Context: an optimization exercise on an open-source flow, tuned for small area. The choices shown serve that exercise and are no tape-out recipe.
The RTL was checked by simulation tests, not by an equivalence proof against the original design.
No activity file was given, so power comes from the tool's default toggle rates.

<file path="design.v">
package tiger_defines;
  localparam int REGNUM_W     = 5;
  localparam int NUM_REGS_DEF = 32;
  localparam int DATA_W       = 32;
  typedef enum logic {
    RF_CLEAR = 1'b0,
    RF_RUN   = 1'b1
  } rf_state_t;
endpackage
module tiger_regbank #(
  parameter int DEPTH    = tiger_defines::NUM_REGS_DEF,
  parameter int AW       = tiger_defines::REGNUM_W,
  parameter int DW       = tiger_defines::DATA_W,
  parameter int NR       = 2,
  parameter bit ZERO_REG = 1'b0
) (
  input  logic                   clk,
  input  logic                   we,
  input  logic [AW-1:0]          waddr,
  input  logic [DW-1:0]          wdata,
  input  logic [NR-1:0][AW-1:0]  raddr,
  output logic [NR-1:0][DW-1:0]  rdata
);
  logic [DW-1:0] mem [DEPTH];
  always_ff @(posedge clk) begin
    if (we && !(ZERO_REG && waddr == '0)) begin
      mem[waddr] <= wdata;
    end
  end
  always_comb begin
    rdata = '0;
    for (int i = 0; i < NR; i++) begin
      if (ZERO_REG && raddr[i] == '0) rdata[i] = '0;
      else                            rdata[i] = mem[raddr[i]];
    end
  end
endmodule
module tiger_regfile #(
  parameter int                NUM_REGS    = tiger_defines::NUM_REGS_DEF,
  parameter logic [tiger_defines::DATA_W-1:0] CLEAR_VALUE = 32'h0
) (
  input  logic                clk,
  input  logic                reset,
  input  logic                stall,
  input  logic [tiger_defines::REGNUM_W-1:0] readRegNumA,
  input  logic [tiger_defines::REGNUM_W-1:0] readRegNumB,
  input  logic [tiger_defines::REGNUM_W-1:0] readCopNum,
  input  logic                writeRegEn,
  input  logic                writeRegEnCop,
  input  logic [tiger_defines::REGNUM_W-1:0] writeRegNum,
  input  logic [tiger_defines::DATA_W-1:0]   writeRegData,
  output logic [tiger_defines::DATA_W-1:0]   regDataA,
  output logic [tiger_defines::DATA_W-1:0]   regDataB,
  output logic [tiger_defines::DATA_W-1:0]   copData,
  output logic                initBusy
);
  tiger_defines::rf_state_t           state, state_nxt;
  logic [tiger_defines::REGNUM_W-1:0] clear_idx;
  logic                clearing;
  logic                gpr_we, cop_we;
  logic [tiger_defines::REGNUM_W-1:0] bank_waddr;
  logic [tiger_defines::DATA_W-1:0]   bank_wdata;
  logic [1:0][tiger_defines::DATA_W-1:0] gpr_rd;
  logic [0:0][tiger_defines::DATA_W-1:0] cop_rd;
  logic [tiger_defines::DATA_W-1:0]      rd_a, rd_b, rd_c;
  assign clearing = (state == tiger_defines::RF_CLEAR);
  assign initBusy = clearing;
  always_comb begin
    state_nxt = state;
    if (clearing && clear_idx == tiger_defines::REGNUM_W'(NUM_REGS - 1)) begin
      state_nxt = tiger_defines::RF_RUN;
    end
  end
  always_comb begin
    gpr_we     = 1'b0;
    cop_we     = 1'b0;
    bank_waddr = writeRegNum;
    bank_wdata = writeRegData;
    if (clearing) begin
      gpr_we     = 1'b1;
      cop_we     = 1'b1;
      bank_waddr = clear_idx;
      bank_wdata = CLEAR_VALUE;
    end else if (!reset) begin
      gpr_we = writeRegEn;
      cop_we = writeRegEnCop;
    end
  end
  tiger_regbank #(
    .DEPTH(NUM_REGS), .AW(tiger_defines::REGNUM_W), .DW(tiger_defines::DATA_W), .NR(2), .ZERO_REG(1'b1)
  ) u_gpr (
    .clk   (clk),
    .we    (gpr_we),
    .waddr (bank_waddr),
    .wdata (bank_wdata),
    .raddr ({readRegNumB, readRegNumA}),
    .rdata (gpr_rd)
  );
  tiger_regbank #(
    .DEPTH(NUM_REGS), .AW(tiger_defines::REGNUM_W), .DW(tiger_defines::DATA_W), .NR(1), .ZERO_REG(1'b0)
  ) u_cop (
    .clk   (clk),
    .we    (cop_we),
    .waddr (bank_waddr),
    .wdata (bank_wdata),
    .raddr (readCopNum),
    .rdata (cop_rd)
  );
  assign rd_a = gpr_rd[0];
  assign rd_b = gpr_rd[1];
  assign rd_c = cop_rd[0];
  always_ff @(posedge clk) begin
    if (reset) begin
      state     <= tiger_defines::RF_CLEAR;
      clear_idx <= '0;
      regDataA  <= '0;
      regDataB  <= '0;
      copData   <= '0;
    end else begin
      state <= state_nxt;
      if (clearing) begin
        clear_idx <= clear_idx + 1'b1;
        regDataA  <= '0;
        regDataB  <= '0;
        copData   <= '0;
      end else if (!stall) begin
        regDataA <= rd_a;
        regDataB <= rd_b;
        copData  <= rd_c;
      end
    end
  end
endmodule
</file>
<file path="run.sh">
#!/bin/bash
# synth_recipe.tcl (not shown) runs the flow's synth.tcl, then flattens the netlist and writes it again
# the make line also repeats each setting of config.mk as NAME=value (left out here)
make -C /OpenROAD-flow-scripts/flow DESIGN_CONFIG=/design/flow/config.mk WORK_HOME=/design/flow/orfs CLKGATE_MAP_FILE= SYNTH_SCRIPT=/design/flow/synth_recipe.tcl finish
</file>
<file path="config.mk">
export PLATFORM = sky130hd
export DESIGN_NAME = tiger_regfile
export DESIGN_NICKNAME = tiger_regfile
export VERILOG_FILES = /design/flow/design.v
export SDC_FILE = /design/flow/constraint.sdc
export NUM_CORES = 4
export LEC_CHECK = 0
export CAP_MARGIN = 20
export CORE_MARGIN = 2
export CORE_UTILIZATION = 40
export SLEW_MARGIN = 20
</file>
<file path="constraint.sdc">
create_clock -name core_clock -period 5.0 [get_ports {clk}]
set_input_delay 1.0000 -clock core_clock [delete_from_list [all_inputs] [get_ports {clk}]]
set_output_delay 1.0000 -clock core_clock [all_outputs]
set_load 0.01 [all_outputs]
</file>
==> flow_summary.ini <==
[worst_hold_path]
min_path_type = reg2reg

[routing]
via_per_inst = 6.11
drc = 0
vias = 47000
firstDrtPassIters = 6
drt-total-wl_mm = 260
avgRoutedWirePerCell_um = 33.9
antenna_left = 0
drtIter0Drc = 5867

[cells_and_area]
final_layout_size_suffix_gt1_share_pct = 32.1
final_nets = 4582
syn2layout_area_growth_pct = 15.6

[yosys]
syn_inst = 4207
synth.top_cell.area_share_pct = 68.7
synth_edf_count = 2048
yosys_warnings = 3
synth_area_leader_cell = edfxtp_1
synth_most_common_cell = edfxtp_1
synth_ff_type = edfxtp_1
netlist_area_um2 = 89600
ys_seq_elements = 2150
synth_cell_type_count = 49
syn_area_per_cell_um2 = 21.3
ys_top_cells_by_count = edfxtp_1 (2048), mux4_2 (735), mux2i_1 (198)
synth_seq_area_share_pct = 70.9
synth_area_leaders = edfxtp_1 (69%), mux4_2 (18%), dfxtp_1 (2.3%)
synthArstFlopShare_pct = 0

[floorplanning]
dieArea_um2 = 228000
initial_core_util_pct = 40.3
pin_count = 154
rows = 173
die_w_um = 477
fp.coreArea_um2 = 223000
die_y_um = 477

[clock_tree]
tritoncts.num_buffers = 216
clk_latency_ns = 0.92
clk_path_buf_depth = 3
cts-root-buf = clkbuf_16
cts-hold-fix-buffers = 0
path_clk_slew_ns = 0.06
ctsResizeCount = 0
cts.htree.levels = 4
cts_tree = built
postCtsSetupRepairBufs = 0
cts.sinks = 2150

[worst_setup_path]
crit_arrival_ns = 2.40
end_kind = output pin
required_ns = 4.00
crit_fanout = 33
start_kind = register
crit_type = reg2out

[place]
globalplace.congestion = 0.812
io_buffers = 153
dp_slack_ns = 1.23
dp_hpwl_mm = 149

[sta]
skew_ns = 0.0787
worstMarginPinSlew_ns = 1.15
fin_crit_sh_pct = 68.1
rsz0062_at_grt = no
setup_tns_ns = 0
finalHoldViolCount = 0
holdWs_ns = 0.448
drv_slew = 0
fmax_mhz = 294
period_minus_slack_ns = 3.40
slew_headroom_pct = 23.3
worst_slack_ns = 1.60
setup_viol = 0

[global_route]
antenna_found_initial = 14
grt_pass1_wl_mm = 368
grt_overflow = 0
grt_pass1_vias = 47400
grt_max_degree = 80
track_usage_pct = 22.7

[power_and_ir_drop]
vdd_drop_max_uv = 398
p_per_area_nw_per_um2 = 368
leakagePower_uw = 0.0321

[flow_run]
cap_violations = 0

[status]
status = no timing/DRC/antenna violations
==> cells by family after synthesis <==
| kind of cell | Yosys count | synth area share, % |
|---|---|---|
| AOI/OAI and AO/OA | 353 | 3.09 |
| xor gates and xnor gates | 2 | 0.0196 |
| adders and majority gates | 2 | 0.0279 |
| buffers and inverters | 300 | 1.67 |
| DFF | 2150 | 70.9 |
| muxes | 1073 | 22.5 |
| other | 1 | 0.00419 |
| and+or+nand+nor | 326 | 1.81 |
==> power by group <==
group | switching (uW) | internal (uW) | total (uW) | leakage, uW
Combinational | 1150 | 937 | 2090 | 0.00948
Sequential | 52.4 | 19600 | 19700 | 0.0192
Clock | 7130 | 9260 | 16400 | 0.00346
Total | 8340 | 29800 | 38100 | 0.0321
==> worst max-delay path, stage by stage (launching register included) <==
cell             delay [ns]
dfxtp_2                0.71
inv_1                  0.27
clkdlybuf4s50_1        0.57
==> path summary, 6_finish.rpt <==
kind / slack, ns / cells after the start / from / endpoint
min reg2reg: 0.45 / 2 / regDataB[20] / regDataB[20]
max: 1.60 / 2 / state / initBusy
max reg2reg: 1.78 / 4 / state / u_gpr.mem[17][27]
min: 0.45 / 2 / regDataB[20] / regDataB[20]
==> placed cells by master (no fill, tap or decap), types with 38 or more instances in the layout <==
cell,n
a2111oi_0,52
mux2_2,140
mux4_2,735
buf_4,156
clkbuf_16,216
nand2_1,78
nand3_1,40
clkinv_1,38
edfxtp_1,2048
dfxtp_1,101
buf_12,53
nand2b_1,45
o22ai_1,52
clkdlybuf4s50_1,142
a22o_1,52
clkbuf_1,64
a211oi_1,64
mux2i_1,198
nor2_4,64
==> flip-flops by register name, indices dropped and copies added, names as in the netlist <==
signal	cells
regDataA	32
clear_idx	5
state	1
u_cop.mem	1024
copData	32
regDataB	32
u_gpr.mem	1024
==> layout make-up <==
class / count / area (um2)
fillers: 18500 / 119000
flip-flops and latches: 2150 / 63500
multi-input cells: 1788 / 25300
clock buffers: 292 / 5810
repair buffers: 361 / 3780
well taps: 2975 / 3720
clock inverters: 112 / 1420
inverters: 6 / 22.5
diodes: 6 / 15.0
==> per-layer routing <==
metal	part of all wire (%)	GRT usage [%]
met5	0	0
met1	40	31.6
met4	3.4	7.28
met3	7.5	3.49
met2	49	36.7
==> metrics by stage <==
step / power (uW) / utilization (%) / cells / cell area [um2]
floorplan: 21400 / - / 4238 / 89700
global placement: 22100 / 43.3 / 7280 / 96300
detailed placement: 22200 / 43.3 / 7280 / 96300
CTS: 38400 / 46.5 / 7684 / 104000
global route: 39200 / 46.5 / 7685 / 104000
finish: 38100 / 46.5 / 7690 / 104000

==> afterwards: timing with drivers on the ports <==
The flow's constraints put no driver on any port. The routed layout listed below was extracted and timed again, unchanged, in two steps.
Step 1: set_driving_cell puts a clkbuf_16 on clk and a buf_2 on each other input, an assumption about the parent block.
Step 2 adds t to the input delays and takes it off the output delays; t is the mean of the earliest and latest rising clock arrival at the registers after step 1. Input paths then give back, and output paths get back, about the clock's delay inside the block.
Slacks: no drivers / after step 1 / after step 2; pairs: no drivers / after step 1.
t, ns: 0.958
setup WS [ns]: 1.596 / 1.514 / 1.089
worst setup path after step 2: input to register
slew at the worst register clock pin (ns): 0.07 / 0.07
pins driven straight from the clock port: 1
After both steps setup and hold are still met in this run. The setup slack of this run moves by -0.082 ns with the drivers and by -0.507 ns with both steps.
